What follows belongs to an exercise in optimizing a design on an open flow for small area and a short achievable clock period; a production flow would make more cautious choices. RTL that was checked went through simulation tests only; none was proved equivalent to the original. Power figures rest on the tool's default switching activity, not on a simulated workload.

Setup of v6:
Design periph_top, start of the top module:
module periph_top (
  input  logic                            clk_i,
  input  logic                            ndmreset_n,
  input  logic                            req_i,
  input  logic                            we_i,
  input  logic [31:0]                     addr_i,
  input  logic [3:0]                      be_i,
  input  logic [31:0]                     wdata_i,
  output logic [31:0]                     rdata_o,
  input  logic [32-1:0]  irq_sources_i,
  output logic                            timer_irq_o,
  output logic                            ipi_o,
  output logic [2-1:0]  eip_o
);
export LEC_CHECK = 0
export ABC_AREA = 1
export CAP_MARGIN = 20
export CORE_MARGIN = 2
export CORE_UTILIZATION = 55
export CTS_BUF_LIST = sky130_fd_sc_hd__clkbuf_16
export CTS_CLUSTER_DIAMETER = 60
export CTS_CLUSTER_SIZE = 24
export PLACE_DENSITY = 0.65
export SLEW_MARGIN = 20
create_clock -name core_clock -period 60.0 [get_ports {clk_i}]
standard.sh (not shown) runs the stock make flow with config.mk's settings and CLKGATE_MAP_FILE= SYNTH_SCRIPT=/design/flow/synth_recipe.tcl, a recipe that flattens the netlist after the stock synthesis.
==> flow/flow/run.sh <==
#!/bin/bash
# The standard layout (standard.sh, unchanged synthesis and steps), with two settings
# passed through the environment:
#  - port buffers are buf_2 cells instead of the default delay-buffer choice;
#  - timing repair (floorplan, CTS, global route) aims for a setup slack of
#    SETUP_SLACK_MARGIN ns at the design's own clock and constraints.
set -euo pipefail
export BUFFER_PORTS_ARGS="-buffer_cell sky130_fd_sc_hd__buf_2"
export SETUP_SLACK_MARGIN=44.5
bash standard.sh > standard.log 2>&1
#### Input delta (v7 over v6)
--- a/flow/design.v
+++ b/flow/design.v
@@ -106,44 +106,50 @@
     rd_data    |= {32{hit_en0}}   & {en0_q, 1'b0};
     rd_data    |= {32{hit_en1}}   & {en1_q, 1'b0};
     rd_data    |= {32{hit_thr0}}  & {29'd0, thr0_q};
     rd_data    |= {32{hit_thr1}}  & {29'd0, thr1_q};
     rd_data    |= {32{hit_clm0}}  & {27'd0, best0};
     rd_data    |= {32{hit_clm1}}  & {27'd0, best1};
   end
   logic        wr_mtlo, wr_mthi;
   logic [63:0] mtime_inc;
   assign wr_mtlo   = wr & hit_mtlo;
   assign wr_mthi   = wr & hit_mthi;
   logic       mt_en;
-  logic [8:0] mt_pre;
-  assign mt_en     = ~tick_q & ~wr_mtlo & ~wr_mthi;
-  assign mt_pre[0] = 1'b1;
+  logic [7:0] mt_ones, mt_osum, mt_pre;
+  assign mt_en = ~tick_q & ~wr_mtlo & ~wr_mthi;
+  for (genvar g = 0; g < 8; g++) begin : g_ones
+    assign mt_ones[g] = &mtime_q[8*g +: 8];
+  end
+  assign mt_osum = mt_ones + 8'd1;
+  assign mt_pre  = mt_osum ^ mt_ones;
   for (genvar g = 0; g < 8; g++) begin : g_mt
-    assign mt_pre[g+1] = mt_pre[g] & (&mtime_q[8*g +: 8]);
     assign mtime_inc[8*g +: 8] = mtime_q[8*g +: 8] + {7'd0, mt_en & mt_pre[g]};
   end
-  logic [64:0] ge_sum;
-  assign ge_sum = {1'b0, mtime_q} + {1'b0, ncmp_q} + 65'd1;
+  logic [64:0] ge_c;
+  assign ge_c[0] = 1'b1;
+  for (genvar i = 0; i < 64; i++) begin : g_ge
+    assign ge_c[i+1] = mtime_q[i] ? (ncmp_q[i] | ge_c[i]) : (ncmp_q[i] & ge_c[i]);
+  end
   always_ff @(posedge clk_i or negedge ndmreset_n) begin
     if (!ndmreset_n) begin
       tick_q     <= 1'b0;
       mtime_q    <= '0;
       ncmp_q     <= '0;
       msip_q     <= 1'b0;
       timer_q    <= 1'b0;
       rdata_q    <= '0;
     end else begin
       tick_q  <= ~tick_q;
-      timer_q <= ge_sum[64];
+      timer_q <= ge_c[64];
       rdata_q <= rd ? rd_data : 32'd0;
       for (int b = 0; b < 4; b++) begin
         mtime_q[8*b +: 8]    <= (wr_mtlo & be_i[b]) ? wdata_i[8*b +: 8] : mtime_inc[8*b +: 8];
         mtime_q[32+8*b +: 8] <= (wr_mthi & be_i[b]) ? wdata_i[8*b +: 8] : mtime_inc[32+8*b +: 8];
         if (wr & hit_cmplo & be_i[b]) ncmp_q[8*b +: 8]    <= ~wdata_i[8*b +: 8];
         if (wr & hit_cmphi & be_i[b]) ncmp_q[32+8*b +: 8] <= ~wdata_i[8*b +: 8];
       end
       if (wr & hit_msip & be_i[0]) msip_q <= wdata_i[0];
     end
   end
   always_ff @(posedge clk_i or negedge ndmreset_n) begin
     if (!ndmreset_n) begin
[summary]
Multi-input gate share of the layout cell area, v7 and v6, lower one = v7. Critical path class: in -> reg -> v6, reg -> out -> v7. As of v7, met1 routed wirelength after detailed routing had fallen by a little under 10% compared to v6. Of v7 and v6, the lower global-route usage over all layers belongs to v7. Compared with v6, v7 shows number of gates on the worst path with buffers counted lower by 13. Compared to v6, the routing of v7 uses less wire. Summary — arrival time at the worst endpoint, v7 relative to v6: lower, by 12.21 ns. [v7 vs v6] post-route cell area: lower in v7. Diff v6 -> v7 | synthesized area | down by a few percent. Delta (v7 minus v6): achievable clock frequency saw a decrease, half-perimeter wire length after detailed placement decreased by 5.5 mm relative to the old numbers, clock group share of total power went down.

---

Another version of the RTL of periph_top (not shown whole).
For scale: roughly 390 flip-flops, about 140 I/O pins, ~0.024 mm^2 of cells after synthesis.
==> module periph_top, before the edit <==
module periph_top (
  input  logic                            clk_i,
  input  logic                            ndmreset_n,
  input  logic                            req_i,
  input  logic                            we_i,
  input  logic [31:0]                     addr_i,
  input  logic [3:0]                      be_i,
  input  logic [31:0]                     wdata_i,
  output logic [31:0]                     rdata_o,
  input  logic [32-1:0]  irq_sources_i,
  output logic                            timer_irq_o,
  output logic                            ipi_o,
  output logic [2-1:0]  eip_o
);
  localparam logic [31:0] CB = 32'h0200_0000;
  localparam logic [31:0] PB = 32'h0C00_0000;
  logic        tick_q;
  logic [63:0] mtime_q;
  logic [63:0] mtimecmp_q;
  logic        msip_q;
  logic        timer_q;
  logic [31:0] rdata_q;
  logic [2:0]  prio_q [1:31];
  logic [31:1] en0_q, en1_q;
  logic [2:0]  thr0_q, thr1_q;
  logic [31:1] pend_q, infl_q;
  logic rd, wr;
  assign rd = req_i & ~we_i;
  assign wr = req_i &  we_i;
  logic hit_msip, hit_cmplo, hit_cmphi, hit_mtlo, hit_mthi;
  logic hit_prio, hit_pend, hit_en0, hit_en1, hit_thr0, hit_thr1, hit_clm0, hit_clm1;
  logic [4:0] prio_idx;
  assign hit_msip  = addr_i == CB + 32'h0000_0000;
  assign hit_cmplo = addr_i == CB + 32'h0000_4000;
  assign hit_cmphi = addr_i == CB + 32'h0000_4000 + 32'd4;
  assign hit_mtlo  = addr_i == CB + 32'h0000_BFF8;
  assign hit_mthi  = addr_i == CB + 32'h0000_BFF8 + 32'd4;
  assign hit_prio  = addr_i[31:7] == PB[31:7];
  assign prio_idx  = addr_i[6:2];
  assign hit_pend  = addr_i == PB + 32'h0000_1000;
  assign hit_en0   = addr_i == PB + 32'h0000_2000;
  assign hit_en1   = addr_i == PB + 32'h0000_2000 + 32'h80;
  assign hit_thr0  = addr_i == PB + 32'h0020_0000;
  assign hit_clm0  = addr_i == PB + 32'h0020_0000 + 32'd4;
  assign hit_thr1  = addr_i == PB + 32'h0020_0000 + 32'h1000;
  assign hit_clm1  = addr_i == PB + 32'h0020_0000 + 32'h1004;
  logic [31:1] p2, p1, p0;
  always_comb begin
    for (int i = 1; i < 32; i++) begin
      p2[i] = prio_q[i][2];
      p1[i] = prio_q[i][1];
      p0[i] = prio_q[i][0];
    end
  end
  logic [4:0] best0, best1;
  logic       eip0, eip1;
  plic_arb u_arb0 (.act_i(pend_q & en0_q), .p2_i(p2), .p1_i(p1), .p0_i(p0),
                   .thr_i(thr0_q), .id_o(best0), .eip_o(eip0));
  plic_arb u_arb1 (.act_i(pend_q & en1_q), .p2_i(p2), .p1_i(p1), .p0_i(p0),
                   .thr_i(thr1_q), .id_o(best1), .eip_o(eip1));
  logic        claim, complete;
  logic [4:0]  sel_id;
  logic [31:1] sel_mask;
  assign claim    = rd & (hit_clm0 | hit_clm1);
  assign complete = wr & (hit_clm0 | hit_clm1);
  assign sel_id   = we_i ? wdata_i[4:0]
                         : (({5{hit_clm0}} & best0) | ({5{hit_clm1}} & best1));
  always_comb begin
    for (int i = 1; i < 32; i++) sel_mask[i] = (sel_id == 5'(i));
  end
  logic [31:0] rd_data;
  logic [2:0]  prio_rd;
  always_comb begin
    prio_rd = (prio_idx == 5'd0) ? 3'd0 : prio_q[prio_idx];
    rd_data = '0;
    rd_data    |= {32{hit_msip}}  & {31'd0, msip_q};
    rd_data    |= {32{hit_cmplo}} & mtimecmp_q[31:0];
    rd_data    |= {32{hit_cmphi}} & mtimecmp_q[63:32];
    rd_data    |= {32{hit_mtlo}}  & mtime_q[31:0];
    rd_data    |= {32{hit_mthi}}  & mtime_q[63:32];
    rd_data    |= {32{hit_prio}}  & {29'd0, prio_rd};
    rd_data    |= {32{hit_pend}}  & {pend_q, 1'b0};
    rd_data    |= {32{hit_en0}}   & {en0_q, 1'b0};
    rd_data    |= {32{hit_en1}}   & {en1_q, 1'b0};
    rd_data    |= {32{hit_thr0}}  & {29'd0, thr0_q};
    rd_data    |= {32{hit_thr1}}  & {29'd0, thr1_q};
    rd_data    |= {32{hit_clm0}}  & {27'd0, best0};
    rd_data    |= {32{hit_clm1}}  & {27'd0, best1};
  end
  logic        wr_mtlo, wr_mthi;
  logic [63:0] mtime_inc;
  assign wr_mtlo   = wr & hit_mtlo;
  assign wr_mthi   = wr & hit_mthi;
  logic       mt_en;
  logic [8:0] mt_pre;
  assign mt_en     = ~tick_q & ~wr_mtlo & ~wr_mthi;
  assign mt_pre[0] = 1'b1;
  for (genvar g = 0; g < 8; g++) begin : g_mt
    assign mt_pre[g+1] = mt_pre[g] & (&mtime_q[8*g +: 8]);
    assign mtime_inc[8*g +: 8] = mtime_q[8*g +: 8] + {7'd0, mt_en & mt_pre[g]};
  end
  always_ff @(posedge clk_i or negedge ndmreset_n) begin
    if (!ndmreset_n) begin
      tick_q     <= 1'b0;
      mtime_q    <= '0;
      mtimecmp_q <= '1;
      msip_q     <= 1'b0;
      timer_q    <= 1'b0;
      rdata_q    <= '0;
    end else begin
      tick_q  <= ~tick_q;
      timer_q <= mtime_q >= mtimecmp_q;
      rdata_q <= rd ? rd_data : 32'd0;
      for (int b = 0; b < 4; b++) begin
        mtime_q[8*b +: 8]    <= (wr_mtlo & be_i[b]) ? wdata_i[8*b +: 8] : mtime_inc[8*b +: 8];
        mtime_q[32+8*b +: 8] <= (wr_mthi & be_i[b]) ? wdata_i[8*b +: 8] : mtime_inc[32+8*b +: 8];
        if (wr & hit_cmplo & be_i[b]) mtimecmp_q[8*b +: 8]    <= wdata_i[8*b +: 8];
        if (wr & hit_cmphi & be_i[b]) mtimecmp_q[32+8*b +: 8] <= wdata_i[8*b +: 8];
      end
      if (wr & hit_msip & be_i[0]) msip_q <= wdata_i[0];
    end
  end
  always_ff @(posedge clk_i or negedge ndmreset_n) begin
    if (!ndmreset_n) begin
      for (int i = 1; i < 32; i++) prio_q[i] <= 3'd0;
      en0_q  <= '0;
      en1_q  <= '0;
      thr0_q <= 3'd0;
      thr1_q <= 3'd0;
      pend_q <= '0;
      infl_q <= '0;
    end else begin
      for (int i = 1; i < 32; i++)
        if (wr & hit_prio & be_i[0] & (prio_idx == 5'(i))) prio_q[i] <= wdata_i[2:0];
      for (int i = 1; i < 32; i++)
        if (wr & hit_en0 & be_i[i/8]) en0_q[i] <= wdata_i[i];
      for (int i = 1; i < 32; i++)
        if (wr & hit_en1 & be_i[i/8]) en1_q[i] <= wdata_i[i];
      if (wr & hit_thr0 & be_i[0]) thr0_q <= wdata_i[2:0];
      if (wr & hit_thr1 & be_i[0]) thr1_q <= wdata_i[2:0];
      pend_q <= (pend_q | (irq_sources_i[31:1] & ~infl_q)) & ~({31{claim}} & sel_mask);
      infl_q <= (infl_q | ({31{claim}} & sel_mask)) & ~({31{complete}} & sel_mask);
    end
  end
  assign rdata_o     = rdata_q;
  assign timer_irq_o = timer_q;
  assign ipi_o       = msip_q;
  assign eip_o       = {eip1, eip0};
endmodule
Settings: LEC_CHECK=0, ABC_AREA=1, CAP_MARGIN=20, CORE_MARGIN=2, CORE_UTILIZATION=40, SLEW_MARGIN=20; clock period 60.0 ns.
run.sh (not shown) runs the stock make flow with config.mk's settings and CLKGATE_MAP_FILE= SYNTH_SCRIPT=/design/flow/synth_recipe.tcl, a recipe that flattens the netlist after the stock synthesis.
Stock flow here: none of the scripts above is used.
The starting point went through all stages and came out clean.
Edit:
--- a/flow/design.v
+++ b/flow/design.v
@@ -115,14 +115,7 @@
   logic [63:0] mtime_inc;
   assign wr_mtlo   = wr & hit_mtlo;
   assign wr_mthi   = wr & hit_mthi;
-  logic       mt_en;
-  logic [8:0] mt_pre;
-  assign mt_en     = ~tick_q & ~wr_mtlo & ~wr_mthi;
-  assign mt_pre[0] = 1'b1;
-  for (genvar g = 0; g < 8; g++) begin : g_mt
-    assign mt_pre[g+1] = mt_pre[g] & (&mtime_q[8*g +: 8]);
-    assign mtime_inc[8*g +: 8] = mtime_q[8*g +: 8] + {7'd0, mt_en & mt_pre[g]};
-  end
+  assign mtime_inc = mtime_q + {63'd0, ~tick_q & ~wr_mtlo & ~wr_mthi};
   always_ff @(posedge clk_i or negedge ndmreset_n) begin
     if (!ndmreset_n) begin
       tick_q     <= 1'b0;
After rerunning:
- The changed run went through all stages and came out clean
- non-clock buffer count went up by 1
- via count went up by 1.6%
- setup slack got worse by 990 ps
- area after synthesis went up by 1.7%
- register-to-register slack got worse by 300 ps
- clock-buffer cell count is unchanged
- fmax went down by 5.0%
- final area went up by 1.0%
Only the layout flow was run in the second run of this note; the RTL was not checked for function there.

[afterwards: timing with drivers on the ports]
The flow's constraints put no driver on any port. The routed layouts listed below were extracted and timed again, unchanged, in two steps. Step 1 (the two cells are an assumption about what drives the block):
set clk [get_ports {clk_i}]
set_driving_cell -lib_cell sky130_fd_sc_hd__clkbuf_16 $clk
set_driving_cell -lib_cell sky130_fd_sc_hd__buf_2 [delete_from_list [all_inputs] $clk]
Step 2 moves the port delays by t, midway between the first and last clock arrival at a register: inputs arrive t later, outputs are due t later. That takes back most of the time a late clock gives input paths. Slacks: no drivers / after step 1 / after step 2; pairs: no drivers / after step 1.
run | shift t [ns] | setup WS [ns] | latest minus earliest clock arrival (ns) | slew at the worst register clock pin (ns)
v6 | 0.645 | 44.460 / 44.408 / 43.849 | 0.031 / 0.031 | 0.09 / 0.09
v7 | 0.683 | 44.222 / 44.160 / 44.030 | 0.039 / 0.040 | 0.10 / 0.10
the first run of note 2 | 0.676 | 41.071 / 41.008 / 41.680 | 0.031 / 0.031 | 0.06 / 0.06
the second run of note 2 | 0.653 | 40.082 / 40.112 / 39.459 | 0.032 / 0.033 | 0.06 / 0.06
After both steps setup and hold are still met in every run listed. The setup slack of the second run of note 2, which loses most, moves by +0.030 ns with the drivers and by -0.623 ns with both steps.
